This is an optimization exercise on Yosys and OpenROAD, whose aim is small area and a short achievable clock period, not a production implementation.
In this exercise RTL edits were held to simulation tests only and were not proved equivalent to the original.
No activity file was given, so power comes from the tool's default toggle rates.

## run A
==> flow/design.v <==
module inst_trace_buf #(
  parameter int DEPTH = 64,
  parameter int PCW   = 30,
  parameter int WRAP  = 0
) (
  input  logic                     clk,
  input  logic                     rst_n,
  input  logic                     ic_stall,
  input  logic                     ic_stall_dly,
  input  logic                     stall,
  input  logic                     stall_ld,
  input  logic                     jmp_cond,
  input  logic                     post_jump_cmd_c,
  input  logic [PCW-1:0]           pc_id,
  input  logic [31:0]              inst_id,
  input  logic                     trace_en,
  input  logic                     trig_en,
  input  logic [PCW-1:0]           trig_pc,
  input  logic                     clear,
  input  logic                     rd_ready,
  output logic                     rd_valid,
  output logic [PCW+1:0]           rd_pc,
  output logic [31:0]              rd_inst,
  output logic [$clog2(DEPTH):0]   count,
  output logic                     full,
  output logic                     overflow,
  output logic                     triggered
);
  localparam int AW = $clog2(DEPTH);
  localparam int CW = AW + 1;
  localparam int MD = DEPTH;               
  localparam int DW = PCW + 32;
  typedef enum logic [1:0] {IDLE, ARMED, CAPTURE, DONE} state_t;
  state_t          state;
  localparam int LO = 8;
  localparam int HI = (MD + LO - 1) / LO;
  logic [HI-1:0]   wr_hi;
  logic [LO-1:0]   wr_lo;
  logic [MD-1:0]   rd_sel;                 
  logic            valid_q;                
  logic            one_q;                  
  logic [DW-1:0]   hd_q;                   
  logic [DW-1:0]   mem [MD];
  logic retire, pop;
  logic hd_ld_in, hd_ld_mem, hd_hold, mem_adv;
  logic [DW-1:0] din;
  logic [DW-1:0] mem_rd;
  assign din      = {pc_id, inst_id};
  assign retire   = ~(ic_stall | ic_stall_dly | stall | stall_ld | jmp_cond | post_jump_cmd_c);
  assign rd_valid = valid_q;
  assign full     = count[AW];
  assign pop      = valid_q & rd_ready;
  assign hd_ld_in  = ~valid_q | (one_q & rd_ready);
  assign hd_ld_mem = valid_q & ~one_q & rd_ready;
  assign hd_hold   = valid_q & ~rd_ready;
  logic          wr_last;
  logic [HI-1:0] wr_hi_nx;
  logic [LO-1:0] wr_lo_nx;
  assign wr_last  = wr_hi[HI-1] & wr_lo[(MD-1)%LO];
  assign wr_lo_nx = wr_last ? LO'(1) : {wr_lo[LO-2:0], wr_lo[LO-1]};
  assign wr_hi_nx = (wr_last | wr_lo[LO-1]) ? {wr_hi[HI-2:0], wr_hi[HI-1]} : wr_hi;
  typedef struct packed {
    state_t        state;
    logic [CW-1:0] count;
    logic          valid;
    logic          one;
    logic          overflow;
    logic          triggered;
    logic          adv;
  } ctl_t;
  function automatic ctl_t step(input logic h, input state_t st, input logic [CW-1:0] cnt,
                                input logic vld, input logic on, input logic ovf,
                                input logic trg, input logic pp, input logic te,
                                input logic ten);
    ctl_t n;
    logic f, w, d;
    f = cnt[AW];
    w = h & (~f | pp);
    d = h & f & ~pp;
    n.state     = st;
    n.count     = cnt;
    n.valid     = vld;
    n.one       = on;
    n.overflow  = ovf | d;
    n.triggered = trg;
    n.adv       = w & vld & ~(on & pp);
    if (w && !pp) begin
      n.count = cnt + CW'(1);
      n.valid = 1'b1;
      n.one   = ~vld;
    end else if (pp && !w) begin
      n.count = cnt - CW'(1);
      n.valid = ~on;
      n.one   = (cnt == CW'(2));
    end
    if (!te) begin
      n.state = IDLE;
    end else begin
      case (st)
        IDLE:    n.state = ten ? ARMED : CAPTURE;
        ARMED: begin
          if (h) begin
            n.triggered = 1'b1;
            n.state     = d ? DONE : CAPTURE;
          end
        end
        CAPTURE: if (d) n.state = DONE;
        DONE:    n.state = DONE;
        default: n.state = IDLE;
      endcase
    end
    step = n;
  endfunction
  logic pc_eq, base;
  ctl_t nx_eq, nx_ne, nx;
  assign pc_eq = (pc_id == trig_pc);
  assign base  = retire & trace_en;
  assign nx_eq = step(base & ((state == CAPTURE) | (state == ARMED)), state, count, valid_q,
                      one_q, overflow, triggered, pop, trace_en, trig_en);
  assign nx_ne = step(base & (state == CAPTURE), state, count, valid_q,
                      one_q, overflow, triggered, pop, trace_en, trig_en);
  assign nx    = pc_eq ? nx_eq : nx_ne;
  assign mem_adv = nx.adv;
  always_ff @(posedge clk or negedge rst_n) begin
    if (!rst_n) begin
      state     <= IDLE;
      wr_hi     <= HI'(1);
      wr_lo     <= LO'(1);
      rd_sel    <= MD'(1);
      count     <= '0;
      valid_q   <= 1'b0;
      one_q     <= 1'b0;
      overflow  <= 1'b0;
      triggered <= 1'b0;
    end else if (clear) begin
      state     <= IDLE;
      wr_hi     <= HI'(1);
      wr_lo     <= LO'(1);
      rd_sel    <= MD'(1);
      count     <= '0;
      valid_q   <= 1'b0;
      one_q     <= 1'b0;
      overflow  <= 1'b0;
      triggered <= 1'b0;
    end else begin
      if (mem_adv) begin
        wr_hi <= wr_hi_nx;
        wr_lo <= wr_lo_nx;
      end
      if (hd_ld_mem) rd_sel <= {rd_sel[MD-2:0], rd_sel[MD-1]};
      state     <= nx.state;
      count     <= nx.count;
      valid_q   <= nx.valid;
      one_q     <= nx.one;
      overflow  <= nx.overflow;
      triggered <= nx.triggered;
    end
  end
  always_comb begin
    mem_rd = '0;
    for (int i = 0; i < MD; i++)
      mem_rd = mem_rd | (mem[i] & {DW{rd_sel[i]}});
  end
  always_ff @(posedge clk) begin
    hd_q <= ({DW{hd_ld_in}} & din) | ({DW{hd_ld_mem}} & mem_rd) | ({DW{hd_hold}} & hd_q);
  end
  always_ff @(posedge clk) begin
    for (int i = 0; i < MD; i++)
      if (wr_hi[i/LO] && wr_lo[i%LO]) mem[i] <= din;
  end
  assign rd_pc   = {hd_q[DW-1:32], 2'b00};
  assign rd_inst = hd_q[31:0];
endmodule
Settings: LEC_CHECK=0, CAP_MARGIN=20, CORE_MARGIN=2, CORE_UTILIZATION=62, CTS_CLUSTER_DIAMETER=100, CTS_CLUSTER_SIZE=25, HOLD_SLACK_MARGIN=0.05, SETUP_SLACK_MARGIN=2.85, SLEW_MARGIN=20, TNS_END_PERCENT=20; clock period 5.5 ns.
run.sh (not shown) runs the stock make flow with config.mk's settings and CLKGATE_MAP_FILE= SYNTH_SCRIPT=/design/flow/synth_recipe.tcl, a recipe that flattens the netlist after the stock synthesis.
--- input diff run A..run B ---
Settings: HOLD_SLACK_MARGIN removed (was 0.05); CORE_UTILIZATION changed from 62 to 45.
==> flow/flow/run.sh (new file) <==
#!/bin/bash
set -euo pipefail
bash standard.sh 'BUFFER_PORTS_ARGS=-buffer_cell sky130_fd_sc_hd__buf_4' finish > flow_make.log 2>&1
==> flow/standard.sh (new file) <==
#!/bin/bash
# synth_recipe.tcl (not shown) runs the flow's synth.tcl, then flattens the netlist and writes it again
# the make line also repeats each setting of config.mk as NAME=value (left out here)
make -C /OpenROAD-flow-scripts/flow DESIGN_CONFIG=/design/flow/config.mk WORK_HOME=/design/flow/orfs CLKGATE_MAP_FILE= SYNTH_SCRIPT=/design/flow/synth_recipe.tcl "${@:-finish}"
removed: flow/run.sh
Findings:
- Summary of run B over run A: total power after layout has increased; worst relative slew slack has increased.
- Depth of the worst register-to-register path ended up 1 higher on run B than on run A.
- A start point of the critical path of wr_hi[7] is what run B shows, while pc_id[15] belongs to run A.
- Sort run B and run A by x dimension of the die asc -> top: run A
--- input diff run B..run C ---
Settings: putting HOLD_SLACK_MARGIN at 0.05 where nothing was set; swapping 20 for 10 in CAP_MARGIN; swapping 45 for 62 in CORE_UTILIZATION; swapping 20 for 10 in SLEW_MARGIN.
==> flow/run.sh (new file) <==
#!/bin/bash
# synth_recipe.tcl (not shown) runs the flow's synth.tcl, then flattens the netlist and writes it again
# the make line also repeats each setting of config.mk as NAME=value (left out here)
make -C /OpenROAD-flow-scripts/flow DESIGN_CONFIG=/design/flow/config.mk WORK_HOME=/design/flow/orfs CLKGATE_MAP_FILE= SYNTH_SCRIPT=/design/flow/synth_recipe.tcl finish
removed: flow/flow/run.sh
removed: flow/standard.sh
## What came out
From run B to run C the numbers moved as follows: initial standard-cell utilization of the core +17 points, final area shrank by about 0.8%, setup slack after layout shows a reduction of 170 ps. Compared to run B, the routing of run C uses less wire. Sort run B and run C by routed length on met1 asc -> top: run C. Compared with run B, run C degrades time the final worst path needs with I/O delays and setup. According to the power report, total power for run C is lower than for run B.
Edits applied to the flow inputs when going from run C to run D:
Settings: a deleted HOLD_SLACK_MARGIN that had been 0.05; a change of CORE_UTILIZATION from 62 to 55.
==> summary.txt <==
Run D: vias after detailed routing is 458 lower than what run C reported.
The final layout from run D, which completed every stage, passed the timing, DRC and antenna checks at the end of the flow.
For clock-buffer cell count, dividing the value from run D by the value from run C gives 0.939.
Run C and run D ended up with roughly the same final RePlAce weighted congestion.
Any difference in area of all placed cells without fillers between run C and run D is small enough to ignore.
The placeable core area in run D sits 13% above the value recorded for run C.
Changes observed in run D relative to run C: required arrival time at the worst endpoint now sits lower, depth of the critical timing path with buffers and inverters included now sits lower, detailed-placement wirelength estimate now sits higher, die span in y now sits higher.
The following lists how run E was set up differently from run D:
Settings: TNS_END_PERCENT changed from 20 to 100; SETUP_SLACK_MARGIN changed from 2.85 to 2.95; HOLD_SLACK_MARGIN newly set to 0.1.
==> flow/flow/run.sh (new file) <==
#!/bin/bash
set -euo pipefail
bash standard.sh 'BUFFER_PORTS_ARGS=-buffer_cell sky130_fd_sc_hd__buf_4' finish > flow_make.log 2>&1
==> flow/standard.sh (new file) <==
#!/bin/bash
# synth_recipe.tcl (not shown) runs the flow's synth.tcl, then flattens the netlist and writes it again
# the make line also repeats each setting of config.mk as NAME=value (left out here)
make -C /OpenROAD-flow-scripts/flow DESIGN_CONFIG=/design/flow/config.mk WORK_HOME=/design/flow/orfs CLKGATE_MAP_FILE= SYNTH_SCRIPT=/design/flow/synth_recipe.tcl "${@:-finish}"
removed: flow/run.sh
--- outcome ---
The flow completed for run E, but it is not clean: the layout still shows capacitance limit, slew limit. Met1 wire length: run E > run D. Going from run D to run E, setup slack went up 52 ps, iteration count of the initial detailed-routing pass went up 1, cell count went up about 1.6%, register cell area after layout held, share of power burned in combinational logic went up 0.2 points. Per the comparison of run E with run D, total half-perimeter wirelength after legalization and detailed placement fell by 0.77%, sequential cell count stayed essentially flat, mux cell area share after synthesis stayed essentially flat, global-route wire length before repair rose by 3.3%, fmax rose by 0.0062 GHz.

-- afterwards: timing with drivers on the ports --
Ports are ideal in the flow. The routed layouts listed here were re-timed in OpenROAD.
Step 1 sets driving cells, clkbuf_16 on the clock port and buf_2 on the other inputs (assumed; they add their load-dependent delay and slew).
Step 2 moves the port delays by t, midway between the first and last clock arrival at a register: inputs arrive t later, outputs are due t later. That takes back most of the time a late clock gives input paths.
Three values: no drivers, after step 1, after step 2; two values: the first two.
run	t (ns)	setup WS [ns]	worst data-port slew with drivers (ns)
run A	1.011	2.434 / 2.477 / 1.466	0.24
run B	1.066	2.602 / 2.583 / 1.703	0.35
run C	1.010	2.433 / 2.474 / 1.464	0.25
run D	1.023	2.579 / 2.579 / 1.709	0.41
run E	1.026	2.631 / 2.631 / 1.634	0.33
For run E, which loses most, drivers alone change the setup slack by 0.000 ns; drivers and shift together by -0.997 ns.
